From an optimization exercise on the open Yosys and OpenROAD flow, aimed at small area, a short achievable clock period and few clock cycles per item; shortcuts taken in it are not production practice. Only simulation tests tie the RTL to the original design; equivalence was not proved.

## flow/design.v (module list and top-level ports; edited modules follow where they fit)
// module ec_scalar_mul: 1038 lines
module ec_scalar_mul (
	input wire clk,
	input wire reset,
	input wire start,
	input wire [7:0] k,
	input wire [15:0] p_x,
	input wire [15:0] p_y,
	input wire p_inf,
	output reg busy,
	output reg done,
	output wire [15:0] r_x,
	output wire [15:0] r_y,
	output wire r_inf
);
  // ...
==> flow/run.sh <==
#!/bin/bash
# synth_recipe.tcl (not shown) runs the flow's synth.tcl, then flattens the netlist and writes it again
# the make line also repeats each setting of config.mk as NAME=value (left out here)
make -C /OpenROAD-flow-scripts/flow DESIGN_CONFIG=/design/flow/config.mk WORK_HOME=/design/flow/orfs CLKGATE_MAP_FILE= SYNTH_SCRIPT=/design/flow/synth_recipe.tcl finish
==> flow/config.mk <==
export PLATFORM = sky130hd
export DESIGN_NAME = ec_scalar_mul
export DESIGN_NICKNAME = ec_scalar_mul
export VERILOG_FILES = /design/flow/design.v
export SDC_FILE = /design/flow/constraint.sdc
export NUM_CORES = 4
export LEC_CHECK = 0
export CAP_MARGIN = 20
export CORE_MARGIN = 2
export CORE_UTILIZATION = 40
export SLEW_MARGIN = 20
==> flow/constraint.sdc <==
create_clock -name core_clock -period 7.0 [get_ports {clk}]
set_input_delay 1.4000 -clock core_clock [delete_from_list [all_inputs] [get_ports {clk}]]
set_output_delay 1.4000 -clock core_clock [all_outputs]
set_load 0.01 [all_outputs]
==> out/results.tsv, run 1 <==
stage	metric	value	unit
clock_tree	cts_max_level	2	
critical_path	endpoint	X[9]$_DFFE_PP_	
critical_path	reg2reg_slack	0.15	ns
logic_synthesis	synthFlopType	edfxtp_1	
outcome	status	no timing/DRC/antenna violations	
critical_path	cp-end-kind	flop	
cells_and_area	layout.nonclk_buf_frac	0.101	
detailed_routing	dr_wl_met3	13300	microns
cells_and_area	drive_above_1_share	0.184	
critical_path	cp.arrival	7.16	ns
global_route	grt_pass1_wl	181000	microns
logic_synthesis	ys_top_cells_by_area	edfxtp_1, fa_1, ha_1	
clock_tree	cts_tree	built	
worst_hold_path	holdCritStartpoint	kreg[6]$_DFFE_PP_	
detailed_routing	wl_met1	50500	microns
cells_and_area	clkbuf_count	54	
timing	whs	0.416	ns
global_route	grt_pass1_vias	28850	
logic_synthesis	ys_top_cells_by_count	inv_1, nand2_1, nor2_1, fa_1	
logic_synthesis	synthAdderAreaFrac	0.220	
cells_and_area	syn2layout_area_growth	18.8	%
clock_tree	clk_pin_slew	0.06	ns
critical_path	timing_worst_setup_path_type	reg -> reg	
critical_path	critPathMaxStageDelay	0.67	ns
critical_path	reg2reg_depth	27	
clock_tree	ctsResizeCount	7	
cells_and_area	antennaDiodeCount	3	
clock_tree	cts_max_path_buffers	3	
detailed_routing	first_pass_iters	6	
cells_and_area	n_all_inverters	388	
logic_synthesis	synth_compound_area_frac	0.185	
Testbench counts, summed over its fixed seeds: cycles 27,965, items 192.
==> run 2: changes to the inputs <==
--- a/flow/design.v
+++ b/flow/design.v
@@ -78,54 +78,62 @@
 			7'd20: begin r_m_en = 1'b1; r_m_a = 3'd4; r_m_b = 3'd5; r_m_sh = 1'b0; r_m_d = 4'd6; end  
 			7'd21: begin r_m_en = 1'b1; r_m_a = 3'd1; r_m_b = 3'd5; r_m_sh = 1'b0; r_m_d = 4'd6; end  
 			7'd22: begin r_m_en = 1'b1; r_m_a = 3'd3; r_m_b = 3'd5; r_m_sh = 1'b0; r_m_d = 4'd5; r_a_en = 1'b1; r_a_a = 3'd3; r_a_b = 3'd2; r_a_sub = 1'b1; r_a_dbl = 1'b0; r_a_d = 4'd7; end  
 			7'd23: begin r_m_en = 1'b1; r_m_a = 3'd0; r_m_b = 3'd3; r_m_sh = 1'b0; r_m_d = 4'd3; r_a_en = 1'b1; r_a_a = 3'd3; r_a_b = 3'd2; r_a_sub = 1'b1; r_a_dbl = 1'b1; r_a_d = 4'd1; end  
 			7'd24: begin r_a_en = 1'b1; r_a_a = 3'd2; r_a_b = 3'd0; r_a_sub = 1'b1; r_a_dbl = 1'b0; r_a_d = 4'd6; end  
 			7'd25: begin r_m_en = 1'b1; r_m_a = 3'd2; r_m_b = 3'd5; r_m_sh = 1'b0; r_m_d = 4'd9; end  
 			7'd27: begin r_a_en = 1'b1; r_a_a = 3'd5; r_a_b = 3'd1; r_a_sub = 1'b1; r_a_dbl = 1'b0; r_a_d = 4'd2; end  
 			7'd28: begin r_m_en = 1'b1; r_m_a = 3'd0; r_m_b = 3'd0; r_m_sh = 1'b0; r_m_d = 4'd4; end  
-			7'd30: begin r_m_en = 1'b1; r_m_a = 3'd2; r_m_b = 3'd0; r_m_sh = 1'b0; r_m_d = 4'd4; end  
-			7'd32: begin r_m_en = 1'b1; r_m_a = 3'd2; r_m_b = 3'd1; r_m_sh = 1'b0; r_m_d = 4'd5; end  
-			7'd34: begin r_m_en = 1'b1; r_m_a = 3'd4; r_m_b = 3'd3; r_m_sh = 1'b0; r_m_d = 4'd5; end  
-			7'd36: begin r_m_en = 1'b1; r_m_a = 3'd4; r_m_b = 3'd1; r_m_sh = 1'b0; r_m_d = 4'd5; end  
-			7'd38: begin r_m_en = 1'b1; r_m_a = 3'd4; r_m_b = 3'd3; r_m_sh = 1'b0; r_m_d = 4'd6; end  
-			7'd40: begin r_m_en = 1'b1; r_m_a = 3'd7; r_m_b = 3'd5; r_m_sh = 1'b0; r_m_d = 4'd6; end  
-			7'd42: begin r_m_en = 1'b1; r_m_a = 3'd7; r_m_b = 3'd5; r_m_sh = 1'b0; r_m_d = 4'd6; end  
-			7'd44: begin r_m_en = 1'b1; r_m_a = 3'd7; r_m_b = 3'd5; r_m_sh = 1'b0; r_m_d = 4'd6; end  
-			7'd46: begin r_m_en = 1'b1; r_m_a = 3'd7; r_m_b = 3'd3; r_m_sh = 1'b0; r_m_d = 4'd6; end  
-			7'd48: begin r_m_en = 1'b1; r_m_a = 3'd7; r_m_b = 3'd5; r_m_sh = 1'b0; r_m_d = 4'd6; end  
-			7'd50: begin r_m_en = 1'b1; r_m_a = 3'd7; r_m_b = 3'd5; r_m_sh = 1'b0; r_m_d = 4'd6; end  
-			7'd52: begin r_m_en = 1'b1; r_m_a = 3'd7; r_m_b = 3'd1; r_m_sh = 1'b0; r_m_d = 4'd4; end  
+			7'd30: begin r_m_en = 1'b1; r_m_a = 3'd2; r_m_b = 3'd1; r_m_sh = 1'b0; r_m_d = 4'd4; end  
+			7'd31: begin r_m_en = 1'b1; r_m_a = 3'd0; r_m_b = 3'd1; r_m_sh = 1'b0; r_m_d = 4'd5; end  
+			7'd32: begin r_m_en = 1'b1; r_m_a = 3'd2; r_m_b = 3'd1; r_m_sh = 1'b0; r_m_d = 4'd4; end  
+			7'd33: begin r_m_en = 1'b1; r_m_a = 3'd4; r_m_b = 3'd1; r_m_sh = 1'b0; r_m_d = 4'd5; end  
+			7'd34: begin r_m_en = 1'b1; r_m_a = 3'd2; r_m_b = 3'd1; r_m_sh = 1'b0; r_m_d = 4'd4; end  
+			7'd35: begin r_m_en = 1'b1; r_m_a = 3'd4; r_m_b = 3'd1; r_m_sh = 1'b0; r_m_d = 4'd4; end  
+			7'd36: begin r_m_en = 1'b1; r_m_a = 3'd2; r_m_b = 3'd1; r_m_sh = 1'b0; r_m_d = 4'd5; end  
+			7'd38: begin r_m_en = 1'b1; r_m_a = 3'd4; r_m_b = 3'd3; r_m_sh = 1'b0; r_m_d = 4'd4; end  
+			7'd39: begin r_m_en = 1'b1; r_m_a = 3'd2; r_m_b = 3'd3; r_m_sh = 1'b0; r_m_d = 4'd5; end  
+			7'd40: begin r_m_en = 1'b1; r_m_a = 3'd2; r_m_b = 3'd1; r_m_sh = 1'b0; r_m_d = 4'd4; end  
+			7'd41: begin r_m_en = 1'b1; r_m_a = 3'd4; r_m_b = 3'd1; r_m_sh = 1'b0; r_m_d = 4'd5; end  
+			7'd42: begin r_m_en = 1'b1; r_m_a = 3'd2; r_m_b = 3'd1; r_m_sh = 1'b0; r_m_d = 4'd4; end  
+			7'd43: begin r_m_en = 1'b1; r_m_a = 3'd4; r_m_b = 3'd1; r_m_sh = 1'b0; r_m_d = 4'd5; end  
+			7'd44: begin r_m_en = 1'b1; r_m_a = 3'd2; r_m_b = 3'd1; r_m_sh = 1'b0; r_m_d = 4'd4; end  
+			7'd45: begin r_m_en = 1'b1; r_m_a = 3'd4; r_m_b = 3'd1; r_m_sh = 1'b0; r_m_d = 4'd5; end  
+			7'd46: begin r_m_en = 1'b1; r_m_a = 3'd2; r_m_b = 3'd1; r_m_sh = 1'b0; r_m_d = 4'd4; end  
+			7'd47: begin r_m_en = 1'b1; r_m_a = 3'd4; r_m_b = 3'd1; r_m_sh = 1'b0; r_m_d = 4'd5; end  
+			7'd48: begin r_m_en = 1'b1; r_m_a = 3'd2; r_m_b = 3'd1; r_m_sh = 1'b0; r_m_d = 4'd4; end  
+			7'd49: begin r_m_en = 1'b1; r_m_a = 3'd4; r_m_b = 3'd1; r_m_sh = 1'b0; r_m_d = 4'd5; end  
+			7'd50: begin r_m_en = 1'b1; r_m_a = 3'd2; r_m_b = 3'd1; r_m_sh = 1'b0; r_m_d = 4'd4; end  
+			7'd51: begin r_m_en = 1'b1; r_m_a = 3'd4; r_m_b = 3'd1; r_m_sh = 1'b0; r_m_d = 4'd5; end  
+			7'd52: begin r_m_en = 1'b1; r_m_a = 3'd2; r_m_b = 3'd1; r_m_sh = 1'b0; r_m_d = 4'd4; end  
+			7'd53: begin r_m_en = 1'b1; r_m_a = 3'd4; r_m_b = 3'd1; r_m_sh = 1'b0; r_m_d = 4'd5; end  
 			7'd54: begin r_m_en = 1'b1; r_m_a = 3'd2; r_m_b = 3'd1; r_m_sh = 1'b0; r_m_d = 4'd4; end  
-			7'd56: begin r_m_en = 1'b1; r_m_a = 3'd2; r_m_b = 3'd0; r_m_sh = 1'b0; r_m_d = 4'd4; end  
-			7'd58: begin r_m_en = 1'b1; r_m_a = 3'd2; r_m_b = 3'd1; r_m_sh = 1'b0; r_m_d = 4'd4; end  
-			7'd60: begin r_m_en = 1'b1; r_m_a = 3'd2; r_m_b = 3'd1; r_m_sh = 1'b0; r_m_d = 4'd4; end  
-			7'd62: begin r_m_en = 1'b1; r_m_a = 3'd2; r_m_b = 3'd1; r_m_sh = 1'b0; r_m_d = 4'd4; end  
-			7'd64: begin r_m_en = 1'b1; r_m_a = 3'd2; r_m_b = 3'd1; r_m_sh = 1'b0; r_m_d = 4'd4; end  
-			7'd66: begin r_m_en = 1'b1; r_m_a = 3'd2; r_m_b = 3'd1; r_m_sh = 1'b0; r_m_d = 4'd4; end  
-			7'd68: begin r_m_en = 1'b1; r_m_a = 3'd2; r_m_b = 3'd3; r_m_sh = 1'b0; r_m_d = 4'd4; end  
-			7'd70: begin r_m_en = 1'b1; r_m_a = 3'd2; r_m_b = 3'd1; r_m_sh = 1'b0; r_m_d = 4'd5; end  
-			7'd72: begin r_m_en = 1'b1; r_m_a = 3'd4; r_m_b = 3'd1; r_m_sh = 1'b0; r_m_d = 4'd4; end  
-			7'd73: begin r_m_en = 1'b1; r_m_a = 3'd1; r_m_b = 3'd3; r_m_sh = 1'b0; r_m_d = 4'd1; end  
-			7'd74: begin r_m_en = 1'b1; r_m_a = 3'd3; r_m_b = 3'd1; r_m_sh = 1'b0; r_m_d = 4'd2; end  
-			7'd76: begin r_m_en = 1'b1; r_m_a = 3'd0; r_m_b = 3'd0; r_m_sh = 1'b0; r_m_d = 4'd4; r_a_en = 1'b1; r_a_a = 3'd0; r_a_b = 3'd0; r_a_sub = 1'b0; r_a_dbl = 1'b1; r_a_d = 4'd4; end  
-			7'd77: begin r_m_en = 1'b1; r_m_a = 3'd1; r_m_b = 3'd1; r_m_sh = 1'b0; r_m_d = 4'd4; r_a_en = 1'b1; r_a_a = 3'd5; r_a_b = 3'd3; r_a_sub = 1'b1; r_a_dbl = 1'b0; r_a_d = 4'd2; end  
-			7'd78: begin r_m_en = 1'b1; r_m_a = 3'd0; r_m_b = 3'd0; r_m_sh = 1'b0; r_m_d = 4'd4; r_a_en = 1'b1; r_a_a = 3'd3; r_a_b = 3'd1; r_a_sub = 1'b1; r_a_dbl = 1'b0; r_a_d = 4'd7; end  
-			7'd79: begin r_m_en = 1'b1; r_m_a = 3'd2; r_m_b = 3'd4; r_m_sh = 1'b0; r_m_d = 4'd9; r_a_en = 1'b1; r_a_a = 3'd4; r_a_b = 3'd2; r_a_sub = 1'b1; r_a_dbl = 1'b1; r_a_d = 4'd1; end  
-			7'd80: begin r_m_en = 1'b1; r_m_a = 3'd0; r_m_b = 3'd1; r_m_sh = 1'b0; r_m_d = 4'd4; end  
-			7'd81: begin r_m_en = 1'b1; r_m_a = 3'd5; r_m_b = 3'd1; r_m_sh = 1'b0; r_m_d = 4'd4; r_a_en = 1'b1; r_a_a = 3'd5; r_a_b = 3'd3; r_a_sub = 1'b1; r_a_dbl = 1'b0; r_a_d = 4'd2; end  
-			7'd82: begin r_m_en = 1'b1; r_m_a = 3'd0; r_m_b = 3'd0; r_m_sh = 1'b0; r_m_d = 4'd4; r_a_en = 1'b1; r_a_a = 3'd3; r_a_b = 3'd1; r_a_sub = 1'b1; r_a_dbl = 1'b0; r_a_d = 4'd7; end  
-			7'd83: begin r_m_en = 1'b1; r_m_a = 3'd2; r_m_b = 3'd4; r_m_sh = 1'b0; r_m_d = 4'd9; r_a_en = 1'b1; r_a_a = 3'd4; r_a_b = 3'd2; r_a_sub = 1'b1; r_a_dbl = 1'b1; r_a_d = 4'd1; end  
-			7'd84: begin r_m_en = 1'b1; r_m_a = 3'd2; r_m_b = 3'd0; r_m_sh = 1'b0; r_m_d = 4'd4; end  
-			7'd85: begin r_a_en = 1'b1; r_a_a = 3'd5; r_a_b = 3'd3; r_a_sub = 1'b1; r_a_dbl = 1'b0; r_a_d = 4'd2; end  
-			7'd86: begin r_m_en = 1'b1; r_m_a = 3'd0; r_m_b = 3'd0; r_m_sh = 1'b0; r_m_d = 4'd4; r_a_en = 1'b1; r_a_a = 3'd0; r_a_b = 3'd0; r_a_sub = 1'b0; r_a_dbl = 1'b1; r_a_d = 4'd4; end  
-			7'd87: begin r_m_en = 1'b1; r_m_a = 3'd1; r_m_b = 3'd1; r_m_sh = 1'b0; r_m_d = 4'd4; r_a_en = 1'b1; r_a_a = 3'd5; r_a_b = 3'd1; r_a_sub = 1'b1; r_a_dbl = 1'b0; r_a_d = 4'd2; end  
-			7'd88: begin r_m_en = 1'b1; r_m_a = 3'd0; r_m_b = 3'd0; r_m_sh = 1'b0; r_m_d = 4'd4; end  
-			7'd89: begin r_a_en = 1'b1; r_a_a = 3'd5; r_a_b = 3'd1; r_a_sub = 1'b1; r_a_dbl = 1'b0; r_a_d = 4'd2; end  
+			7'd55: begin r_m_en = 1'b1; r_m_a = 3'd4; r_m_b = 3'd1; r_m_sh = 1'b0; r_m_d = 4'd5; end  
+			7'd56: begin r_m_en = 1'b1; r_m_a = 3'd2; r_m_b = 3'd1; r_m_sh = 1'b0; r_m_d = 4'd4; end  
+			7'd57: begin r_m_en = 1'b1; r_m_a = 3'd4; r_m_b = 3'd1; r_m_sh = 1'b0; r_m_d = 4'd5; end  
+			7'd59: begin r_m_en = 1'b1; r_m_a = 3'd4; r_m_b = 3'd1; r_m_sh = 1'b0; r_m_d = 4'd4; end  
+			7'd61: begin r_m_en = 1'b1; r_m_a = 3'd2; r_m_b = 3'd1; r_m_sh = 1'b0; r_m_d = 4'd5; end  
+			7'd63: begin r_m_en = 1'b1; r_m_a = 3'd4; r_m_b = 3'd1; r_m_sh = 1'b0; r_m_d = 4'd4; end  
+			7'd64: begin r_m_en = 1'b1; r_m_a = 3'd1; r_m_b = 3'd3; r_m_sh = 1'b0; r_m_d = 4'd1; end  
+			7'd65: begin r_m_en = 1'b1; r_m_a = 3'd3; r_m_b = 3'd1; r_m_sh = 1'b0; r_m_d = 4'd2; end  
+			7'd67: begin r_m_en = 1'b1; r_m_a = 3'd0; r_m_b = 3'd0; r_m_sh = 1'b0; r_m_d = 4'd4; r_a_en = 1'b1; r_a_a = 3'd0; r_a_b = 3'd0; r_a_sub = 1'b0; r_a_dbl = 1'b1; r_a_d = 4'd4; end  
+			7'd68: begin r_m_en = 1'b1; r_m_a = 3'd1; r_m_b = 3'd1; r_m_sh = 1'b0; r_m_d = 4'd4; r_a_en = 1'b1; r_a_a = 3'd5; r_a_b = 3'd3; r_a_sub = 1'b1; r_a_dbl = 1'b0; r_a_d = 4'd2; end  
+			7'd69: begin r_m_en = 1'b1; r_m_a = 3'd0; r_m_b = 3'd0; r_m_sh = 1'b0; r_m_d = 4'd4; r_a_en = 1'b1; r_a_a = 3'd3; r_a_b = 3'd1; r_a_sub = 1'b1; r_a_dbl = 1'b0; r_a_d = 4'd7; end  
+			7'd70: begin r_m_en = 1'b1; r_m_a = 3'd2; r_m_b = 3'd4; r_m_sh = 1'b0; r_m_d = 4'd9; r_a_en = 1'b1; r_a_a = 3'd4; r_a_b = 3'd2; r_a_sub = 1'b1; r_a_dbl = 1'b1; r_a_d = 4'd1; end  
+			7'd71: begin r_m_en = 1'b1; r_m_a = 3'd0; r_m_b = 3'd1; r_m_sh = 1'b0; r_m_d = 4'd4; end  
+			7'd72: begin r_m_en = 1'b1; r_m_a = 3'd5; r_m_b = 3'd1; r_m_sh = 1'b0; r_m_d = 4'd4; r_a_en = 1'b1; r_a_a = 3'd5; r_a_b = 3'd3; r_a_sub = 1'b1; r_a_dbl = 1'b0; r_a_d = 4'd2; end  
+			7'd73: begin r_m_en = 1'b1; r_m_a = 3'd0; r_m_b = 3'd0; r_m_sh = 1'b0; r_m_d = 4'd4; r_a_en = 1'b1; r_a_a = 3'd3; r_a_b = 3'd1; r_a_sub = 1'b1; r_a_dbl = 1'b0; r_a_d = 4'd7; end  
+			7'd74: begin r_m_en = 1'b1; r_m_a = 3'd2; r_m_b = 3'd4; r_m_sh = 1'b0; r_m_d = 4'd9; r_a_en = 1'b1; r_a_a = 3'd4; r_a_b = 3'd2; r_a_sub = 1'b1; r_a_dbl = 1'b1; r_a_d = 4'd1; end  
+			7'd75: begin r_m_en = 1'b1; r_m_a = 3'd2; r_m_b = 3'd1; r_m_sh = 1'b0; r_m_d = 4'd4; end  
+			7'd76: begin r_m_en = 1'b1; r_m_a = 3'd0; r_m_b = 3'd1; r_m_sh = 1'b0; r_m_d = 4'd5; r_a_en = 1'b1; r_a_a = 3'd5; r_a_b = 3'd3; r_a_sub = 1'b1; r_a_dbl = 1'b0; r_a_d = 4'd2; end  
+			7'd77: begin r_m_en = 1'b1; r_m_a = 3'd0; r_m_b = 3'd0; r_m_sh = 1'b0; r_m_d = 4'd4; r_a_en = 1'b1; r_a_a = 3'd0; r_a_b = 3'd0; r_a_sub = 1'b0; r_a_dbl = 1'b1; r_a_d = 4'd4; end  
+			7'd78: begin r_m_en = 1'b1; r_m_a = 3'd1; r_m_b = 3'd1; r_m_sh = 1'b0; r_m_d = 4'd4; r_a_en = 1'b1; r_a_a = 3'd5; r_a_b = 3'd1; r_a_sub = 1'b1; r_a_dbl = 1'b0; r_a_d = 4'd2; end  
+			7'd79: begin r_m_en = 1'b1; r_m_a = 3'd0; r_m_b = 3'd0; r_m_sh = 1'b0; r_m_d = 4'd4; end  
+			7'd80: begin r_a_en = 1'b1; r_a_a = 3'd5; r_a_b = 3'd1; r_a_sub = 1'b1; r_a_dbl = 1'b0; r_a_d = 4'd2; end  
 			default: ;
 		endcase
 	end
 	always @(posedge clk or posedge reset) begin
 		if (reset) begin
 			c_m_en <= 1'd0;
 			c_m_a <= 3'd0;
 			c_m_b <= 3'd0;
@@ -173,18 +181,17 @@
 	always @(*) begin
 		case (c_m_a)
 			3'd0: opa = Z;
 			3'd1: opa = X;
 			3'd2: opa = T1;
 			3'd3: opa = Y;
 			3'd4: opa = T2;
 			3'd5: opa = PX;
-			3'd6: opa = PY;
-			default: opa = T3;
+			default: opa = PY;
 		endcase
 	end
 	reg [15:0] opb;
 	always @(*) begin
 		case (c_m_b)
 			3'd0: opb = Z;
 			3'd1: opb = T1;
 			3'd2: opb = Y;
@@ -641,156 +648,233 @@
 	wire mt_s415 = mt_s361 ^ mt_c310 ^ mt_c360;
 	wire mt_c416 = (mt_s361 & mt_c310) | (mt_s361 & mt_c360) | (mt_c310 & mt_c360);
 	wire mt_s417 = mt_s363 ^ mt_c312 ^ mt_c362;
 	wire mt_c418 = (mt_s363 & mt_c312) | (mt_s363 & mt_c362) | (mt_c312 & mt_c362);
 	wire mt_s419 = pp[239] ^ pp[254] ^ mt_c364;
 	wire mt_c420 = (pp[239] & pp[254]) | (pp[239] & mt_c364) | (pp[254] & mt_c364);
 	assign ms = {1'b0, pp[255], mt_s419, mt_s417, mt_s415, mt_s413, mt_s411, mt_s409, mt_s407, mt_s405, mt_s403, mt_s401, mt_s399, mt_s397, mt_s395, mt_s393, mt_s391, mt_s389, mt_s387, mt_s385, mt_s383, mt_s381, mt_s379, mt_s377, mt_s375, mt_s373, mt_s371, mt_s369, mt_s367, mt_s365, pp[1], pp[0]};
 	assign mc = {1'b0, mt_c420, mt_c418, mt_c416, mt_c414, mt_c412, mt_c410, mt_c408, mt_c406, mt_c404, mt_c402, mt_c400, mt_c398, mt_c396, mt_c394, mt_c392, mt_c390, mt_c388, mt_c386, mt_c384, mt_c382, mt_c380, mt_c378, mt_c376, mt_c374, mt_c372, mt_c370, mt_c368, mt_c366, pp[32], pp[16], 1'b0};
-	reg [32:0] m2s, m2c;  
-	reg [3:0] m2d;  
-	always @(posedge clk) begin
-		m2s <= c_m_sh ? {ms, 1'b0} : {1'b0, ms};
-		m2c <= c_m_sh ? {mc, 1'b0} : {1'b0, mc};
+	wire [32:0] s33 = c_m_sh ? {ms, 1'b0} : {1'b0, ms};
+	wire [32:0] c33 = c_m_sh ? {mc, 1'b0} : {1'b0, mc};
+	wire mp_s1 = s33[4] ^ c33[4] ^ s33[16];
+	wire mp_c2 = (s33[4] & c33[4]) | (s33[4] & s33[16]) | (c33[4] & s33[16]);
+	wire mp_s3 = s33[5] ^ c33[5] ^ s33[17];
+	wire mp_c4 = (s33[5] & c33[5]) | (s33[5] & s33[17]) | (c33[5] & s33[17]);
+	wire mp_s5 = c33[17] ^ ~s33[21];
+	wire mp_c6 = c33[17] & ~s33[21];
+	wire mp_s7 = s33[6] ^ c33[6] ^ s33[18];
+	wire mp_c8 = (s33[6] & c33[6]) | (s33[6] & s33[18]) | (c33[6] & s33[18]);
+	wire mp_s9 = c33[18] ^ ~s33[22] ^ ~c33[22];
+	wire mp_c10 = (c33[18] & ~s33[22]) | (c33[18] & ~c33[22]) | (~s33[22] & ~c33[22]);
+	wire mp_s11 = s33[7] ^ c33[7] ^ s33[19];
+	wire mp_c12 = (s33[7] & c33[7]) | (s33[7] & s33[19]) | (c33[7] & s33[19]);
+	wire mp_s13 = c33[19] ^ ~s33[23] ^ ~c33[23];
+	wire mp_c14 = (c33[19] & ~s33[23]) | (c33[19] & ~c33[23]) | (~s33[23] & ~c33[23]);
+	wire mp_s15 = s33[8] ^ c33[8] ^ s33[20];
+	wire mp_c16 = (s33[8] & c33[8]) | (s33[8] & s33[20]) | (c33[8] & s33[20]);
+	wire mp_s17 = c33[20] ^ ~s33[24] ^ ~c33[24];
+	wire mp_c18 = (c33[20] & ~s33[24]) | (c33[20] & ~c33[24]) | (~s33[24] & ~c33[24]);
+	wire mp_s19 = s33[9] ^ c33[9] ^ s33[21];
+	wire mp_c20 = (s33[9] & c33[9]) | (s33[9] & s33[21]) | (c33[9] & s33[21]);
+	wire mp_s21 = c33[21] ^ ~s33[25] ^ ~c33[25];
+	wire mp_c22 = (c33[21] & ~s33[25]) | (c33[21] & ~c33[25]) | (~s33[25] & ~c33[25]);
+	wire mp_s23 = s33[10] ^ c33[10] ^ s33[22];
+	wire mp_c24 = (s33[10] & c33[10]) | (s33[10] & s33[22]) | (c33[10] & s33[22]);
+	wire mp_s25 = c33[22] ^ ~s33[26] ^ ~c33[26];
+	wire mp_c26 = (c33[22] & ~s33[26]) | (c33[22] & ~c33[26]) | (~s33[26] & ~c33[26]);
+	wire mp_s27 = s33[11] ^ c33[11] ^ s33[23];
+	wire mp_c28 = (s33[11] & c33[11]) | (s33[11] & s33[23]) | (c33[11] & s33[23]);
+	wire mp_s29 = c33[23] ^ ~s33[27] ^ ~c33[27];
+	wire mp_c30 = (c33[23] & ~s33[27]) | (c33[23] & ~c33[27]) | (~s33[27] & ~c33[27]);
+	wire mp_s31 = s33[12] ^ c33[12] ^ s33[24];
+	wire mp_c32 = (s33[12] & c33[12]) | (s33[12] & s33[24]) | (c33[12] & s33[24]);
+	wire mp_s33 = c33[24] ^ ~s33[28] ^ ~c33[28];
+	wire mp_c34 = (c33[24] & ~s33[28]) | (c33[24] & ~c33[28]) | (~s33[28] & ~c33[28]);
+	wire mp_s35 = s33[13] ^ c33[13] ^ s33[25];
+	wire mp_c36 = (s33[13] & c33[13]) | (s33[13] & s33[25]) | (c33[13] & s33[25]);
+	wire mp_s37 = c33[25] ^ ~s33[29] ^ ~c33[29];
+	wire mp_c38 = (c33[25] & ~s33[29]) | (c33[25] & ~c33[29]) | (~s33[29] & ~c33[29]);
+	wire mp_s39 = s33[14] ^ c33[14] ^ s33[26];
+	wire mp_c40 = (s33[14] & c33[14]) | (s33[14] & s33[26]) | (c33[14] & s33[26]);
+	wire mp_s41 = c33[26] ^ ~s33[30] ^ ~c33[30];
+	wire mp_c42 = (c33[26] & ~s33[30]) | (c33[26] & ~c33[30]) | (~s33[30] & ~c33[30]);
+	wire mp_s43 = s33[15] ^ c33[15] ^ s33[27];
+	wire mp_c44 = (s33[15] & c33[15]) | (s33[15] & s33[27]) | (c33[15] & s33[27]);
+	wire mp_s45 = c33[27] ^ ~s33[31] ^ ~c33[31];
+	wire mp_c46 = (c33[27] & ~s33[31]) | (c33[27] & ~c33[31]) | (~s33[31] & ~c33[31]);
+	wire mp_s47 = s33[28] ^ c33[28] ^ ~s33[32];
+	wire mp_c48 = (s33[28] & c33[28]) | (s33[28] & ~s33[32]) | (c33[28] & ~s33[32]);
+	reg [76:0] m2f;  
+	always @(posedge clk) begin
+		m2f[0] <= s33[0];
+		m2f[1] <= c33[0];
+		m2f[2] <= ~s33[16];
+		m2f[3] <= ~c33[16];
+		m2f[4] <= s33[1];
+		m2f[5] <= c33[1];
+		m2f[6] <= ~s33[17];
+		m2f[7] <= ~c33[17];
+		m2f[8] <= s33[2];
+		m2f[9] <= c33[2];
+		m2f[10] <= ~s33[18];
+		m2f[11] <= ~c33[18];
+		m2f[12] <= s33[3];
+		m2f[13] <= c33[3];
+		m2f[14] <= ~s33[19];
+		m2f[15] <= ~c33[19];
+		m2f[16] <= mp_s1;
+		m2f[17] <= c33[16];
+		m2f[18] <= ~s33[20];
+		m2f[19] <= ~c33[20];
+		m2f[20] <= mp_s3;
+		m2f[21] <= mp_s5;
+		m2f[22] <= ~c33[21];
+		m2f[23] <= mp_c2;
+		m2f[24] <= mp_s7;
+		m2f[25] <= mp_s9;
+		m2f[26] <= mp_c4;
+		m2f[27] <= mp_c6;
+		m2f[28] <= mp_s11;
+		m2f[29] <= mp_s13;
+		m2f[30] <= mp_c8;
+		m2f[31] <= mp_c10;
+		m2f[32] <= mp_s15;
+		m2f[33] <= mp_s17;
+		m2f[34] <= mp_c12;
+		m2f[35] <= mp_c14;
+		m2f[36] <= mp_s19;
+		m2f[37] <= mp_s21;
+		m2f[38] <= mp_c16;
+		m2f[39] <= mp_c18;
+		m2f[40] <= mp_s23;
+		m2f[41] <= mp_s25;
+		m2f[42] <= mp_c20;
+		m2f[43] <= mp_c22;
+		m2f[44] <= mp_s27;
+		m2f[45] <= mp_s29;
+		m2f[46] <= mp_c24;
+		m2f[47] <= mp_c26;
+		m2f[48] <= mp_s31;
+		m2f[49] <= mp_s33;
+		m2f[50] <= mp_c28;
+		m2f[51] <= mp_c30;
+		m2f[52] <= mp_s35;
+		m2f[53] <= mp_s37;
+		m2f[54] <= mp_c32;
+		m2f[55] <= mp_c34;
+		m2f[56] <= mp_s39;
+		m2f[57] <= mp_s41;
+		m2f[58] <= mp_c36;
+		m2f[59] <= mp_c38;
+		m2f[60] <= mp_s43;
+		m2f[61] <= mp_s45;
+		m2f[62] <= mp_c40;
+		m2f[63] <= mp_c42;
+		m2f[64] <= mp_s47;
+		m2f[65] <= ~c33[32];
+		m2f[66] <= mp_c44;
+		m2f[67] <= mp_c46;
+		m2f[68] <= s33[29];
+		m2f[69] <= c33[29];
+		m2f[70] <= mp_c48;
+		m2f[71] <= s33[30];
+		m2f[72] <= c33[30];
+		m2f[73] <= s33[31];
+		m2f[74] <= c33[31];
+		m2f[75] <= s33[32];
+		m2f[76] <= c33[32];
 	end
+	reg [3:0] m2d;  
 	always @(posedge clk or posedge reset) begin
 		if (reset)
 			m2d <= 4'd0;
 		else
 			m2d <= c_m_en ? c_m_d : 4'd0;
 	end
-	wire mf_s1 = m2s[4] ^ m2c[4] ^ m2s[16];
-	wire mf_c2 = (m2s[4] & m2c[4]) | (m2s[4] & m2s[16]) | (m2c[4] & m2s[16]);
-	wire mf_s3 = m2s[5] ^ m2c[5] ^ m2s[17];
-	wire mf_c4 = (m2s[5] & m2c[5]) | (m2s[5] & m2s[17]) | (m2c[5] & m2s[17]);
-	wire mf_s5 = m2c[17] ^ ~m2s[21];
-	wire mf_c6 = m2c[17] & ~m2s[21];
-	wire mf_s7 = m2s[6] ^ m2c[6] ^ m2s[18];
-	wire mf_c8 = (m2s[6] & m2c[6]) | (m2s[6] & m2s[18]) | (m2c[6] & m2s[18]);
-	wire mf_s9 = m2c[18] ^ ~m2s[22] ^ ~m2c[22];
-	wire mf_c10 = (m2c[18] & ~m2s[22]) | (m2c[18] & ~m2c[22]) | (~m2s[22] & ~m2c[22]);
-	wire mf_s11 = m2s[7] ^ m2c[7] ^ m2s[19];
-	wire mf_c12 = (m2s[7] & m2c[7]) | (m2s[7] & m2s[19]) | (m2c[7] & m2s[19]);
-	wire mf_s13 = m2c[19] ^ ~m2s[23] ^ ~m2c[23];
-	wire mf_c14 = (m2c[19] & ~m2s[23]) | (m2c[19] & ~m2c[23]) | (~m2s[23] & ~m2c[23]);
-	wire mf_s15 = m2s[8] ^ m2c[8] ^ m2s[20];
-	wire mf_c16 = (m2s[8] & m2c[8]) | (m2s[8] & m2s[20]) | (m2c[8] & m2s[20]);
-	wire mf_s17 = m2c[20] ^ ~m2s[24] ^ ~m2c[24];
-	wire mf_c18 = (m2c[20] & ~m2s[24]) | (m2c[20] & ~m2c[24]) | (~m2s[24] & ~m2c[24]);
-	wire mf_s19 = m2s[9] ^ m2c[9] ^ m2s[21];
-	wire mf_c20 = (m2s[9] & m2c[9]) | (m2s[9] & m2s[21]) | (m2c[9] & m2s[21]);
-	wire mf_s21 = m2c[21] ^ ~m2s[25] ^ ~m2c[25];
-	wire mf_c22 = (m2c[21] & ~m2s[25]) | (m2c[21] & ~m2c[25]) | (~m2s[25] & ~m2c[25]);
-	wire mf_s23 = m2s[10] ^ m2c[10] ^ m2s[22];
-	wire mf_c24 = (m2s[10] & m2c[10]) | (m2s[10] & m2s[22]) | (m2c[10] & m2s[22]);
-	wire mf_s25 = m2c[22] ^ ~m2s[26] ^ ~m2c[26];
-	wire mf_c26 = (m2c[22] & ~m2s[26]) | (m2c[22] & ~m2c[26]) | (~m2s[26] & ~m2c[26]);
-	wire mf_s27 = m2s[11] ^ m2c[11] ^ m2s[23];
-	wire mf_c28 = (m2s[11] & m2c[11]) | (m2s[11] & m2s[23]) | (m2c[11] & m2s[23]);
-	wire mf_s29 = m2c[23] ^ ~m2s[27] ^ ~m2c[27];
-	wire mf_c30 = (m2c[23] & ~m2s[27]) | (m2c[23] & ~m2c[27]) | (~m2s[27] & ~m2c[27]);
-	wire mf_s31 = m2s[12] ^ m2c[12] ^ m2s[24];
-	wire mf_c32 = (m2s[12] & m2c[12]) | (m2s[12] & m2s[24]) | (m2c[12] & m2s[24]);
-	wire mf_s33 = m2c[24] ^ ~m2s[28] ^ ~m2c[28];
-	wire mf_c34 = (m2c[24] & ~m2s[28]) | (m2c[24] & ~m2c[28]) | (~m2s[28] & ~m2c[28]);
-	wire mf_s35 = m2s[13] ^ m2c[13] ^ m2s[25];
-	wire mf_c36 = (m2s[13] & m2c[13]) | (m2s[13] & m2s[25]) | (m2c[13] & m2s[25]);
-	wire mf_s37 = m2c[25] ^ ~m2s[29] ^ ~m2c[29];
-	wire mf_c38 = (m2c[25] & ~m2s[29]) | (m2c[25] & ~m2c[29]) | (~m2s[29] & ~m2c[29]);
-	wire mf_s39 = m2s[14] ^ m2c[14] ^ m2s[26];
-	wire mf_c40 = (m2s[14] & m2c[14]) | (m2s[14] & m2s[26]) | (m2c[14] & m2s[26]);
-	wire mf_s41 = m2c[26] ^ ~m2s[30] ^ ~m2c[30];
-	wire mf_c42 = (m2c[26] & ~m2s[30]) | (m2c[26] & ~m2c[30]) | (~m2s[30] & ~m2c[30]);
-	wire mf_s43 = m2s[15] ^ m2c[15] ^ m2s[27];
-	wire mf_c44 = (m2s[15] & m2c[15]) | (m2s[15] & m2s[27]) | (m2c[15] & m2s[27]);
-	wire mf_s45 = m2c[27] ^ ~m2s[31] ^ ~m2c[31];
-	wire mf_c46 = (m2c[27] & ~m2s[31]) | (m2c[27] & ~m2c[31]) | (~m2s[31] & ~m2c[31]);
-	wire mf_s47 = m2s[28] ^ m2c[28] ^ ~m2s[32];
-	wire mf_c48 = (m2s[28] & m2c[28]) | (m2s[28] & ~m2s[32]) | (m2c[28] & ~m2s[32]);
-	wire mf_s49 = m2s[0] ^ m2c[0];
-	wire mf_c50 = m2s[0] & m2c[0];
-	wire mf_s51 = m2s[1] ^ m2c[1] ^ ~m2s[17];
-	wire mf_c52 = (m2s[1] & m2c[1]) | (m2s[1] & ~m2s[17]) | (m2c[1] & ~m2s[17]);
-	wire mf_s53 = m2s[2] ^ m2c[2] ^ ~m2s[18];
-	wire mf_c54 = (m2s[2] & m2c[2]) | (m2s[2] & ~m2s[18]) | (m2c[2] & ~m2s[18]);
-	wire mf_s55 = m2s[3] ^ m2c[3] ^ ~m2s[19];
-	wire mf_c56 = (m2s[3] & m2c[3]) | (m2s[3] & ~m2s[19]) | (m2c[3] & ~m2s[19]);
-	wire mf_s57 = mf_s1 ^ m2c[16] ^ ~m2s[20];
-	wire mf_c58 = (mf_s1 & m2c[16]) | (mf_s1 & ~m2s[20]) | (m2c[16] & ~m2s[20]);
-	wire mf_s59 = mf_s3 ^ mf_s5 ^ ~m2c[21];
-	wire mf_c60 = (mf_s3 & mf_s5) | (mf_s3 & ~m2c[21]) | (mf_s5 & ~m2c[21]);
-	wire mf_s61 = mf_s7 ^ mf_s9 ^ mf_c4;
-	wire mf_c62 = (mf_s7 & mf_s9) | (mf_s7 & mf_c4) | (mf_s9 & mf_c4);
-	wire mf_s63 = mf_s11 ^ mf_s13 ^ mf_c8;
-	wire mf_c64 = (mf_s11 & mf_s13) | (mf_s11 & mf_c8) | (mf_s13 & mf_c8);
-	wire mf_s65 = mf_s15 ^ mf_s17 ^ mf_c12;
-	wire mf_c66 = (mf_s15 & mf_s17) | (mf_s15 & mf_c12) | (mf_s17 & mf_c12);
-	wire mf_s67 = mf_s19 ^ mf_s21 ^ mf_c16;
-	wire mf_c68 = (mf_s19 & mf_s21) | (mf_s19 & mf_c16) | (mf_s21 & mf_c16);
-	wire mf_s69 = mf_s23 ^ mf_s25 ^ mf_c20;
-	wire mf_c70 = (mf_s23 & mf_s25) | (mf_s23 & mf_c20) | (mf_s25 & mf_c20);
-	wire mf_s71 = mf_s27 ^ mf_s29 ^ mf_c24;
-	wire mf_c72 = (mf_s27 & mf_s29) | (mf_s27 & mf_c24) | (mf_s29 & mf_c24);
-	wire mf_s73 = mf_s31 ^ mf_s33 ^ mf_c28;
-	wire mf_c74 = (mf_s31 & mf_s33) | (mf_s31 & mf_c28) | (mf_s33 & mf_c28);
-	wire mf_s75 = mf_s35 ^ mf_s37 ^ mf_c32;
-	wire mf_c76 = (mf_s35 & mf_s37) | (mf_s35 & mf_c32) | (mf_s37 & mf_c32);
-	wire mf_s77 = mf_s39 ^ mf_s41 ^ mf_c36;
-	wire mf_c78 = (mf_s39 & mf_s41) | (mf_s39 & mf_c36) | (mf_s41 & mf_c36);
-	wire mf_s79 = mf_s43 ^ mf_s45 ^ mf_c40;
-	wire mf_c80 = (mf_s43 & mf_s45) | (mf_s43 & mf_c40) | (mf_s45 & mf_c40);
-	wire mf_s81 = mf_s47 ^ ~m2c[32] ^ mf_c44;
-	wire mf_c82 = (mf_s47 & ~m2c[32]) | (mf_s47 & mf_c44) | (~m2c[32] & mf_c44);
-	wire mf_s83 = m2s[29] ^ m2c[29];
-	wire mf_c84 = m2s[29] & m2c[29];
-	wire mf_s85 = mf_s49 ^ ~m2s[16];
-	wire mf_c86 = mf_s49 & ~m2s[16];
-	wire mf_s87 = mf_s51 ^ ~m2c[17] ^ mf_c50;
-	wire mf_c88 = (mf_s51 & ~m2c[17]) | (mf_s51 & mf_c50) | (~m2c[17] & mf_c50);
-	wire mf_s89 = mf_s53 ^ ~m2c[18] ^ mf_c52;
-	wire mf_c90 = (mf_s53 & ~m2c[18]) | (mf_s53 & mf_c52) | (~m2c[18] & mf_c52);
-	wire mf_s91 = mf_s55 ^ ~m2c[19] ^ mf_c54;
-	wire mf_c92 = (mf_s55 & ~m2c[19]) | (mf_s55 & mf_c54) | (~m2c[19] & mf_c54);
-	wire mf_s93 = mf_s57 ^ ~m2c[20] ^ mf_c56;
-	wire mf_c94 = (mf_s57 & ~m2c[20]) | (mf_s57 & mf_c56) | (~m2c[20] & mf_c56);
-	wire mf_s95 = mf_s59 ^ mf_c2 ^ mf_c58;
-	wire mf_c96 = (mf_s59 & mf_c2) | (mf_s59 & mf_c58) | (mf_c2 & mf_c58);
-	wire mf_s97 = mf_s61 ^ mf_c6 ^ mf_c60;
-	wire mf_c98 = (mf_s61 & mf_c6) | (mf_s61 & mf_c60) | (mf_c6 & mf_c60);
-	wire mf_s99 = mf_s63 ^ mf_c10 ^ mf_c62;
-	wire mf_c100 = (mf_s63 & mf_c10) | (mf_s63 & mf_c62) | (mf_c10 & mf_c62);
-	wire mf_s101 = mf_s65 ^ mf_c14 ^ mf_c64;
-	wire mf_c102 = (mf_s65 & mf_c14) | (mf_s65 & mf_c64) | (mf_c14 & mf_c64);
-	wire mf_s103 = mf_s67 ^ mf_c18 ^ mf_c66;
-	wire mf_c104 = (mf_s67 & mf_c18) | (mf_s67 & mf_c66) | (mf_c18 & mf_c66);
-	wire mf_s105 = mf_s69 ^ mf_c22 ^ mf_c68;
-	wire mf_c106 = (mf_s69 & mf_c22) | (mf_s69 & mf_c68) | (mf_c22 & mf_c68);
-	wire mf_s107 = mf_s71 ^ mf_c26 ^ mf_c70;
-	wire mf_c108 = (mf_s71 & mf_c26) | (mf_s71 & mf_c70) | (mf_c26 & mf_c70);
-	wire mf_s109 = mf_s73 ^ mf_c30 ^ mf_c72;
-	wire mf_c110 = (mf_s73 & mf_c30) | (mf_s73 & mf_c72) | (mf_c30 & mf_c72);
-	wire mf_s111 = mf_s75 ^ mf_c34 ^ mf_c74;
-	wire mf_c112 = (mf_s75 & mf_c34) | (mf_s75 & mf_c74) | (mf_c34 & mf_c74);
-	wire mf_s113 = mf_s77 ^ mf_c38 ^ mf_c76;
-	wire mf_c114 = (mf_s77 & mf_c38) | (mf_s77 & mf_c76) | (mf_c38 & mf_c76);
-	wire mf_s115 = mf_s79 ^ mf_c42 ^ mf_c78;
-	wire mf_c116 = (mf_s79 & mf_c42) | (mf_s79 & mf_c78) | (mf_c42 & mf_c78);
-	wire mf_s117 = mf_s81 ^ mf_c46 ^ mf_c80;
-	wire mf_c118 = (mf_s81 & mf_c46) | (mf_s81 & mf_c80) | (mf_c46 & mf_c80);
-	wire mf_s119 = mf_s83 ^ mf_c48 ^ mf_c82;
-	wire mf_c120 = (mf_s83 & mf_c48) | (mf_s83 & mf_c82) | (mf_c48 & mf_c82);
-	wire mf_s121 = m2s[30] ^ m2c[30] ^ mf_c84;
-	wire mf_c122 = (m2s[30] & m2c[30]) | (m2s[30] & mf_c84) | (m2c[30] & mf_c84);
-	wire mf_s123 = m2s[31] ^ m2c[31];
-	wire mf_c124 = m2s[31] & m2c[31];
-	wire mf_s125 = m2s[32] ^ m2c[32];
-	wire mf_c126 = m2s[32] & m2c[32];
-	wire [22:0] fa = {1'b0, mf_c126, mf_s125, mf_s123, mf_s121, mf_s119, mf_s117, mf_s115, mf_s113, mf_s111, mf_s109, mf_s107, mf_s105, mf_s103, mf_s101, mf_s99, mf_s97, mf_s95, mf_s93, mf_s91, mf_s89, mf_s87, mf_s85};
-	wire [22:0] fb = {1'b0, 1'b0, mf_c124, mf_c122, mf_c120, mf_c118, mf_c116, mf_c114, mf_c112, mf_c110, mf_c108, mf_c106, mf_c104, mf_c102, mf_c100, mf_c98, mf_c96, mf_c94, mf_c92, mf_c90, mf_c88, mf_c86, ~m2c[16]};
+	wire mf_s1 = m2f[0] ^ m2f[1];
+	wire mf_c2 = m2f[0] & m2f[1];
+	wire mf_s3 = m2f[4] ^ m2f[5] ^ m2f[6];
+	wire mf_c4 = (m2f[4] & m2f[5]) | (m2f[4] & m2f[6]) | (m2f[5] & m2f[6]);
+	wire mf_s5 = m2f[8] ^ m2f[9] ^ m2f[10];
+	wire mf_c6 = (m2f[8] & m2f[9]) | (m2f[8] & m2f[10]) | (m2f[9] & m2f[10]);
+	wire mf_s7 = m2f[12] ^ m2f[13] ^ m2f[14];
+	wire mf_c8 = (m2f[12] & m2f[13]) | (m2f[12] & m2f[14]) | (m2f[13] & m2f[14]);
+	wire mf_s9 = m2f[16] ^ m2f[17] ^ m2f[18];
+	wire mf_c10 = (m2f[16] & m2f[17]) | (m2f[16] & m2f[18]) | (m2f[17] & m2f[18]);
+	wire mf_s11 = m2f[20] ^ m2f[21] ^ m2f[22];
+	wire mf_c12 = (m2f[20] & m2f[21]) | (m2f[20] & m2f[22]) | (m2f[21] & m2f[22]);
+	wire mf_s13 = m2f[24] ^ m2f[25] ^ m2f[26];
+	wire mf_c14 = (m2f[24] & m2f[25]) | (m2f[24] & m2f[26]) | (m2f[25] & m2f[26]);
+	wire mf_s15 = m2f[28] ^ m2f[29] ^ m2f[30];
+	wire mf_c16 = (m2f[28] & m2f[29]) | (m2f[28] & m2f[30]) | (m2f[29] & m2f[30]);
+	wire mf_s17 = m2f[32] ^ m2f[33] ^ m2f[34];
+	wire mf_c18 = (m2f[32] & m2f[33]) | (m2f[32] & m2f[34]) | (m2f[33] & m2f[34]);
+	wire mf_s19 = m2f[36] ^ m2f[37] ^ m2f[38];
+	wire mf_c20 = (m2f[36] & m2f[37]) | (m2f[36] & m2f[38]) | (m2f[37] & m2f[38]);
+	wire mf_s21 = m2f[40] ^ m2f[41] ^ m2f[42];
+	wire mf_c22 = (m2f[40] & m2f[41]) | (m2f[40] & m2f[42]) | (m2f[41] & m2f[42]);
+	wire mf_s23 = m2f[44] ^ m2f[45] ^ m2f[46];
+	wire mf_c24 = (m2f[44] & m2f[45]) | (m2f[44] & m2f[46]) | (m2f[45] & m2f[46]);
+	wire mf_s25 = m2f[48] ^ m2f[49] ^ m2f[50];
+	wire mf_c26 = (m2f[48] & m2f[49]) | (m2f[48] & m2f[50]) | (m2f[49] & m2f[50]);
+	wire mf_s27 = m2f[52] ^ m2f[53] ^ m2f[54];
+	wire mf_c28 = (m2f[52] & m2f[53]) | (m2f[52] & m2f[54]) | (m2f[53] & m2f[54]);
+	wire mf_s29 = m2f[56] ^ m2f[57] ^ m2f[58];
+	wire mf_c30 = (m2f[56] & m2f[57]) | (m2f[56] & m2f[58]) | (m2f[57] & m2f[58]);
+	wire mf_s31 = m2f[60] ^ m2f[61] ^ m2f[62];
+	wire mf_c32 = (m2f[60] & m2f[61]) | (m2f[60] & m2f[62]) | (m2f[61] & m2f[62]);
+	wire mf_s33 = m2f[64] ^ m2f[65] ^ m2f[66];
+	wire mf_c34 = (m2f[64] & m2f[65]) | (m2f[64] & m2f[66]) | (m2f[65] & m2f[66]);
+	wire mf_s35 = m2f[68] ^ m2f[69];
+	wire mf_c36 = m2f[68] & m2f[69];
+	wire mf_s37 = mf_s1 ^ m2f[2];
+	wire mf_c38 = mf_s1 & m2f[2];
+	wire mf_s39 = mf_s3 ^ m2f[7] ^ mf_c2;
+	wire mf_c40 = (mf_s3 & m2f[7]) | (mf_s3 & mf_c2) | (m2f[7] & mf_c2);
+	wire mf_s41 = mf_s5 ^ m2f[11] ^ mf_c4;
+	wire mf_c42 = (mf_s5 & m2f[11]) | (mf_s5 & mf_c4) | (m2f[11] & mf_c4);
+	wire mf_s43 = mf_s7 ^ m2f[15] ^ mf_c6;
+	wire mf_c44 = (mf_s7 & m2f[15]) | (mf_s7 & mf_c6) | (m2f[15] & mf_c6);
+	wire mf_s45 = mf_s9 ^ m2f[19] ^ mf_c8;
+	wire mf_c46 = (mf_s9 & m2f[19]) | (mf_s9 & mf_c8) | (m2f[19] & mf_c8);
+	wire mf_s47 = mf_s11 ^ m2f[23] ^ mf_c10;
+	wire mf_c48 = (mf_s11 & m2f[23]) | (mf_s11 & mf_c10) | (m2f[23] & mf_c10);
+	wire mf_s49 = mf_s13 ^ m2f[27] ^ mf_c12;
+	wire mf_c50 = (mf_s13 & m2f[27]) | (mf_s13 & mf_c12) | (m2f[27] & mf_c12);
+	wire mf_s51 = mf_s15 ^ m2f[31] ^ mf_c14;
+	wire mf_c52 = (mf_s15 & m2f[31]) | (mf_s15 & mf_c14) | (m2f[31] & mf_c14);
+	wire mf_s53 = mf_s17 ^ m2f[35] ^ mf_c16;
+	wire mf_c54 = (mf_s17 & m2f[35]) | (mf_s17 & mf_c16) | (m2f[35] & mf_c16);
+	wire mf_s55 = mf_s19 ^ m2f[39] ^ mf_c18;
+	wire mf_c56 = (mf_s19 & m2f[39]) | (mf_s19 & mf_c18) | (m2f[39] & mf_c18);
+	wire mf_s57 = mf_s21 ^ m2f[43] ^ mf_c20;
+	wire mf_c58 = (mf_s21 & m2f[43]) | (mf_s21 & mf_c20) | (m2f[43] & mf_c20);
+	wire mf_s59 = mf_s23 ^ m2f[47] ^ mf_c22;
+	wire mf_c60 = (mf_s23 & m2f[47]) | (mf_s23 & mf_c22) | (m2f[47] & mf_c22);
+	wire mf_s61 = mf_s25 ^ m2f[51] ^ mf_c24;
+	wire mf_c62 = (mf_s25 & m2f[51]) | (mf_s25 & mf_c24) | (m2f[51] & mf_c24);
+	wire mf_s63 = mf_s27 ^ m2f[55] ^ mf_c26;
+	wire mf_c64 = (mf_s27 & m2f[55]) | (mf_s27 & mf_c26) | (m2f[55] & mf_c26);
+	wire mf_s65 = mf_s29 ^ m2f[59] ^ mf_c28;
+	wire mf_c66 = (mf_s29 & m2f[59]) | (mf_s29 & mf_c28) | (m2f[59] & mf_c28);
+	wire mf_s67 = mf_s31 ^ m2f[63] ^ mf_c30;
+	wire mf_c68 = (mf_s31 & m2f[63]) | (mf_s31 & mf_c30) | (m2f[63] & mf_c30);
+	wire mf_s69 = mf_s33 ^ m2f[67] ^ mf_c32;
+	wire mf_c70 = (mf_s33 & m2f[67]) | (mf_s33 & mf_c32) | (m2f[67] & mf_c32);
+	wire mf_s71 = mf_s35 ^ m2f[70] ^ mf_c34;
+	wire mf_c72 = (mf_s35 & m2f[70]) | (mf_s35 & mf_c34) | (m2f[70] & mf_c34);
+	wire mf_s73 = m2f[71] ^ m2f[72] ^ mf_c36;
+	wire mf_c74 = (m2f[71] & m2f[72]) | (m2f[71] & mf_c36) | (m2f[72] & mf_c36);
+	wire mf_s75 = m2f[73] ^ m2f[74];
+	wire mf_c76 = m2f[73] & m2f[74];
+	wire mf_s77 = m2f[75] ^ m2f[76];
+	wire mf_c78 = m2f[75] & m2f[76];
+	wire [22:0] fa = {1'b0, mf_c78, mf_s77, mf_s75, mf_s73, mf_s71, mf_s69, mf_s67, mf_s65, mf_s63, mf_s61, mf_s59, mf_s57, mf_s55, mf_s53, mf_s51, mf_s49, mf_s47, mf_s45, mf_s43, mf_s41, mf_s39, mf_s37};
+	wire [22:0] fb = {1'b0, 1'b0, mf_c76, mf_c74, mf_c72, mf_c70, mf_c68, mf_c66, mf_c64, mf_c62, mf_c60, mf_c58, mf_c56, mf_c54, mf_c52, mf_c50, mf_c48, mf_c46, mf_c44, mf_c42, mf_c40, mf_c38, m2f[3]};
 	wire mg_s1 = fa[4] ^ fb[4] ^ fa[16];
 	wire mg_c2 = (fa[4] & fb[4]) | (fa[4] & fa[16]) | (fb[4] & fa[16]);
 	wire mg_s3 = fa[5] ^ fb[5] ^ fa[17];
 	wire mg_c4 = (fa[5] & fb[5]) | (fa[5] & fa[17]) | (fb[5] & fa[17]);
 	wire mg_s5 = fb[17] ^ ~fa[21];
 	wire mg_c6 = fb[17] & ~fa[21];
 	wire mg_s7 = fa[6] ^ fb[6] ^ fa[18];
 	wire mg_c8 = (fa[6] & fb[6]) | (fa[6] & fa[18]) | (fb[6] & fa[18]);
@@ -864,32 +948,35 @@
 	wire [18:0] gb = {1'b0, 1'b0, 1'b0, mg_c72, mg_c70, mg_c68, mg_c66, mg_c64, mg_c62, mg_c60, mg_c58, mg_c56, mg_c54, mg_c52, mg_c50, mg_c48, mg_c46, mg_c44, ~fb[16]};
 	localparam [18:0] MK0 = 19'd262144 - 19'd312;  
 	wire [18:0] mc0 = ga + gb + MK0;  
 	wire [18:0] mcm1 = ga + gb + (MK0 + {3'd0, PM});
 	wire [18:0] mc1 = ga + gb + (MK0 - {3'd0, PM});
 	wire [18:0] mc2 = ga + gb + (MK0 - {2'd0, PM, 1'b0});
 	wire [15:0] mres = mc2[18] ? mc2[15:0] : (mc1[18] ? mc1[15:0] : (mc0[18] ? mc0[15:0] : mcm1[15:0]));
 	wire [16:0] bb = c_a_dbl ? {adb, 1'b0} : {1'b0, adb};
-	wire [18:0] as0 = c_a_sub ? ({3'd0, ada} - {2'd0, bb}) : ({3'd0, ada} + {2'd0, bb});
-	wire [18:0] as1 = c_a_sub ? (as0 + {3'd0, PM}) : (as0 - {3'd0, PM});
-	wire [18:0] as2 = c_a_sub ? (as0 + {2'd0, PM, 1'b0}) : (as0 - {2'd0, PM, 1'b0});
+	wire [18:0] bx = c_a_sub ? ~{2'd0, bb} : {2'd0, bb};
+	wire [18:0] ak1 = c_a_sub ? (19'd1 + {3'd0, PM}) : (19'd0 - {3'd0, PM});
+	wire [18:0] ak2 = c_a_sub ? (19'd1 + {2'd0, PM, 1'b0}) : (19'd0 - {2'd0, PM, 1'b0});
+	wire [18:0] as0 = {3'd0, ada} + bx + {18'd0, c_a_sub};
+	wire [18:0] as1 = {3'd0, ada} + bx + ak1;
+	wire [18:0] as2 = {3'd0, ada} + bx + ak2;
 	reg [15:0] ares;
 	always @(*) begin
 		if (c_a_sub) begin
 			if (!as0[18]) ares = as0[15:0];
 			else if (!as1[18]) ares = as1[15:0];
 			else ares = as2[15:0];
 		end else begin
 			if (!as2[18]) ares = as2[15:0];
 			else if (!as1[18]) ares = as1[15:0];
 			else ares = as0[15:0];
 		end
 	end
-	wire azero = (ares == 16'd0);
+	wire azero = (ada == adb);  
 	wire run = (st == ST_RUN);
 	wire ldp = (st == ST_LOADP);
 	wire [3:0] awr = c_a_en ? c_a_d : 4'd0;
 	wire [3:0] mwr = run ? m2d : 4'd0;
 	always @(posedge clk) begin
 		if (mwr == 4'd1) X <= mres;
 		else if (awr == 4'd1) X <= ares;
 		else if (ldp && ldk != LP_INF) X <= PX;
@@ -968,32 +1055,32 @@
 			end
 			ST_LOADP: begin
 				nst = ST_RUN;
 				if (ldk == LP_DBL) nupc = 7'd0;
 				else if (more) begin nupc = 7'd0; consume = 1'b1; end
 				else nupc = 7'd28;
 			end
 			default: begin
-				if (upc == 7'd9 && succ_d == 2'd0) begin nupc = 7'd76; consume = 1'b1; end
-				else if (upc == 7'd7 && succ_d == 2'd1) begin nupc = 7'd78; end
-				else if (upc == 7'd7 && succ_d == 2'd2) begin nupc = 7'd82; end
-				else if (upc == 7'd25 && succ_a == 2'd0) begin nupc = 7'd86; consume = 1'b1; end
-				else if (upc == 7'd25 && succ_a == 2'd2) begin nupc = 7'd88; end
-				else if (upc == 7'd77) nupc = 7'd2;
-				else if (upc == 7'd81) nupc = 7'd16;
-				else if (upc == 7'd85) nupc = 7'd32;
-				else if (upc == 7'd87) nupc = 7'd2;
-				else if (upc == 7'd89) nupc = 7'd30;
+				if (upc == 7'd9 && succ_d == 2'd0) begin nupc = 7'd67; consume = 1'b1; end
+				else if (upc == 7'd7 && succ_d == 2'd1) begin nupc = 7'd69; end
+				else if (upc == 7'd7 && succ_d == 2'd2) begin nupc = 7'd73; end
+				else if (upc == 7'd25 && succ_a == 2'd0) begin nupc = 7'd77; consume = 1'b1; end
+				else if (upc == 7'd25 && succ_a == 2'd2) begin nupc = 7'd79; end
+				else if (upc == 7'd68) nupc = 7'd2;
+				else if (upc == 7'd72) nupc = 7'd16;
+				else if (upc == 7'd76) nupc = 7'd32;
+				else if (upc == 7'd78) nupc = 7'd2;
+				else if (upc == 7'd80) nupc = 7'd30;
 				else if (upc == 7'd19 && (zz || hz)) begin
 					exc = 1'b1;
 					nst = ST_LOADP;
 					exc_k = zz ? LP_NEXT : (rz ? LP_DBL : LP_INF);
 				end
-				else if (upc == 7'd75) begin
+				else if (upc == 7'd66) begin
 					fin_done = 1'b1;
 					nst = ST_IDLE;
 				end
 			end
 		endcase
 	end
 	always @(posedge clk or posedge reset) begin
 		if (reset) begin
==> out/results.tsv, run 2 <==
stage	metric	value	unit	change
clock_tree	root_buffer	clkbuf_16		unchanged
critical_path	cp-end-kind	flop		unchanged
cells_and_area	multi_input_area	21300	sq um	was 21,900 sq um
logic_synthesis	syn_avg_cell_area	9.16	sq um	was 8.89 sq um
detailed_routing	first_pass_iters	7		was 6
worst_hold_path	min_path_type	reg -> reg		unchanged
logic_synthesis	synth_seq_area_share	0.262		was 0.252
place	port_buffers	78		unchanged
logic_synthesis	synth_cell_types	118		was 106
place	place.gp.congestion	1.01		was 0.998
critical_path	reg2reg_slack	0.18	ns	was 0.15 ns
timing	hold_viol_final	0		unchanged
cells_and_area	regArea	8210	sq um	was 8010 sq um
detailed_routing	vias_per_cell	6.05		was 6.00
floorplanning	io-pin-count	79		unchanged
floorplanning	row_count	102		was 103
timing	slew_headroom	0.191		was 0.175
place	hpwl	89700	microns	was 93,000 microns
detailed_routing	drt_wl_total	116000	microns	was 120,000 microns
timing	timing.fmax	147	MHz	was 146 MHz
floorplanning	die-height	284	microns	was 286 microns
logic_synthesis	synth-edff-count	191		unchanged
timing	slew_viol_final	0		unchanged
worst_hold_path	holdCritStartpoint	kreg[6]$_DFFE_PP_		unchanged
logic_synthesis	synthCells	3417		was 3,574
logic_synthesis	synth_warnings	1		unchanged
global_route	grt_pass1_vias	26771		was 28,850
timing	fin_ws	0.178	ns	was 0.154 ns
timing	finalCritPeriodShare	0.975		was 0.978
timing	clock_skew	0.0199	ns	was 0.0253 ns
critical_path	worstSetupStartpoint	c_a_b[1]$_DFF_PP0_		was c_a_b[0]$_DFF_PP0_
cells_and_area	largest_reg_flops	73		was 32
logic_synthesis	synth_top_area_share	0.183		was 0.180
floorplanning	die_w	284	microns	was 286 microns
logic_synthesis	ys_top_cells_by_count	nor2_1, inv_1, fa_1, o21ai_0, nand2_1		was inv_1, nand2_1, nor2_1, fa_1
clock_tree	clock_sinks	306		was 296
critical_path	reg2reg_depth	24		was 27
critical_path	required	7.27	ns	was 7.31 ns
timing	finalSetupViolCount	0		unchanged
clock_tree	holdBufCountCts	0		unchanged
logic_synthesis	syn_area	31300	sq um	was 31,800 sq um
detailed_routing	wl_met1	46100	microns	was 50,500 microns
clock_tree	cts_tree	built		unchanged
clock_tree	cts_buffers	38		was 37
detailed_routing	num_vias	28023		was 29,651
global_route	grt_overflow	0		unchanged
clock_tree	cts_max_level	2		unchanged
floorplanning	coreArea	77500	sq um	was 78,900 sq um
detailed_routing	drt_iter0_markers	3533		was 4,158
flow_run	maxCapViolCount	0		unchanged
critical_path	crit_fanout	9		was 6
detailed_routing	top_layer	met5		unchanged
floorplanning	die_area	80500	sq um	was 81,700 sq um
detailed_routing	drc_errors	0		unchanged
logic_synthesis	synth_area_leader_cell	edfxtp_1		unchanged
critical_path	timing.rr.end	Y[4]$_DFFE_PP_		was X[9]$_DFFE_PP_
clock_tree	cts_max_path_buffers	3		unchanged
cells_and_area	syn2layout_area_growth	14.4	%	was 18.8%
logic_synthesis	synth-seq-cells	306		was 296
critical_path	reg2reg_from	c_a_b[1]$_DFF_PP0_		was c_a_b[0]$_DFF_PP0_
global_route	grt_antenna_before_repair	3		was 9
global_route	grt_pass1_wl	174000	microns	was 181,000 microns
cells_and_area	final_core_util	0.462		was 0.479
detailed_routing	dr_wl_met2	50700	microns	was 51,100 microns
logic_synthesis	synth_fp_nets	3846		was 4,014
timing	final.min_clock_period	6.82	ns	was 6.85 ns
floorplanning	start_util	0.404		was 0.403
clock_tree	clk_pin_slew	0.06	ns	about the same
detailed_routing	ant_nets	0		unchanged
timing	rsz0062_at_grt	yes		
global_route	grtUsageTotal	0.284		was 0.291
logic_synthesis	ys_top_cells_by_area	edfxtp_1, fa_1, dfxtp_1		was edfxtp_1, fa_1, ha_1
outcome	status	no timing/DRC/antenna violations		unchanged
critical_path	timing_worst_setup_path_type	reg -> reg		unchanged
logic_synthesis	synth.most_common_cell	nor2_1		was inv_1
logic_synthesis	synthArstFlopShare	0.108		was 0.111
critical_path	critPathLaunchType	flop		unchanged
critical_path	endpoint	Y[4]$_DFFE_PP_		was X[9]$_DFFE_PP_
global_route	grt_max_degree	75		was 68
logic_synthesis	synthFlopType	edfxtp_1		unchanged
cells_and_area	layout_common_cells	nor2_1, inv_1, fa_1		was inv_1, buf_4, nand2_1
cells_and_area	drive_above_1_share	0.152		was 0.184
cells_and_area	layout.nets	3992		was 4,301
cells_and_area	final_common_cell	nor2_1		was inv_1
timing	worst_slew_pin_slew	1.21	ns	was 1.23 ns
cells_and_area	n_fill_cell	7463		was 7,561
detailed_routing	wl_per_cell	25.1	microns	was 24.4 microns
critical_path	cp.arrival	7.10	ns	was 7.16 ns
place	place_ws	-0.113	ns	was -0.184 ns
detailed_routing	dr_wl_met3	12900	microns	was 13,300 microns
cells_and_area	top_register	m2f		was m2s
clock_tree	clk_latency	0.57	ns	was 0.58 ns
==> run 2: changes by cell type in the layout (fill, tap and decap cells not counted), sizes merged, moves of 31 or more <==
cell,previous run,this run
buf,388,219
nor2,323,378
inv,388,338
mux2i,109,140
nand2,356,221
o21ai,201,259
nand2b,41,80
xnor2,46,82
==> run 2: through the flow <==
stage	cells	TNS, ns	hold WS [ns]	instance area, sq um
after global placement	4555	-0.263	0.409	34400
after floorplan	3417	0	0.400	31300
after detailed placement	4555	-0.445	0.421	34400
after CTS	4624	0	0.424	35600
final	4633	0	0.416	35800
after global routing	4632	-0.0950	0.439	35800
==> run 2: final cells by class <==
type                    instances  share of cell area
diodes                          1           0.0000699
clock buffers                  53              0.0296
clock inverters                16             0.00286
inverters                     338              0.0354
multi-input cells            2582               0.595
flip-flops and latches        306               0.229
well taps                    1040              0.0363
repair buffers                297              0.0718
==> run 2: cell families after synthesis <==
group / after synthesis / share of synthesized area
buf+inv: 529 / 0.0651
flops: 306 / 0.262
simple gates: 1011 / 0.154
xor+xnor: 113 / 0.0334
mux: 241 / 0.0916
compound gates: 832 / 0.176
fa+ha+maj: 385 / 0.218
==> run 2: worst min path at each step <==
stage,endpoint,cells past startpoint
3_5_place_dp,cur_bit$_DFFE_PP_,0
4_1_cts,cur_bit$_DFFE_PP_,0
5_1_grt,cur_bit$_DFFE_PP_,0
2_1_floorplan,cur_bit$_DFFE_PP_,0
6_report,cur_bit$_DFFE_PP_,0
3_3_place_gp,cur_bit$_DFFE_PP_,0
==> run 2: worst max-delay path: stages (launching register included) <==
cell,delay (ns)
dfrtp_1,0.58
buf_4,0.30
mux4_2,0.34
mux2_2,0.34
mux2i_1,0.18
xnor2_1,0.15
ha_1,0.27
a21o_1,0.22
a221o_1,0.44
a2111oi_1,0.47
a311oi_2,0.09
ha_1,0.35
and4_2,0.27
and3_2,0.25
o211ai_1,0.13
a41o_1,0.31
mux2i_4,0.25
buf_6,0.18
xnor2_4,0.11
or2_2,0.33
a311oi_2,0.32
a31oi_2,0.09
buf_4,0.24
a211oi_1,0.24
a21oi_1,0.07
==> run 2: timing repair <==
item / CTS / global route
buffers inserted: 0 / 8
pin swaps: 0 / 6
resized for setup: 1 / 33
endpoints found under the setup margin: 9 / 140
==> run 2: routing by layer <==
metal / up-vias / global-route usage
met4: 8 / 0.129
met2: 1789 / 0.437
met1: 13597 / 0.392
li1: 12275 / -
met3: 354 / 0.0483
met5: - / 0
Testbench counts of run 2, summed over its fixed seeds: cycles 26,246, items 192.

==> port drivers added, routing unchanged <==
In the flow no input, the clock included, has a driving cell. The finished layouts below were timed again as built, in two steps. Step 1, drivers: a clkbuf_16 drives clk and a buf_2 each remaining input, both assumed. Step 2 adds t to the input delays and takes it off the output delays; t is the mean of the earliest and latest rising clock arrival at the registers after step 1. Input paths then give back, and output paths get back, about the clock's delay inside the block. a / b / c = ideal / step 1 / step 2; a / b = the first two.
run	shift t [ns]	setup WS [ns]	hold slack, ns	clock arrival spread, ns	pins driven straight from the clock port
run 1	0.625	0.154 / 0.154 / 0.154	0.416 / 0.416 / 0.416	0.025 / 0.026	1
run 2	0.614	0.178 / 0.178 / 0.178	0.416 / 0.416 / 0.416	0.020 / 0.020	1
After both steps setup and hold are still met in every run listed.
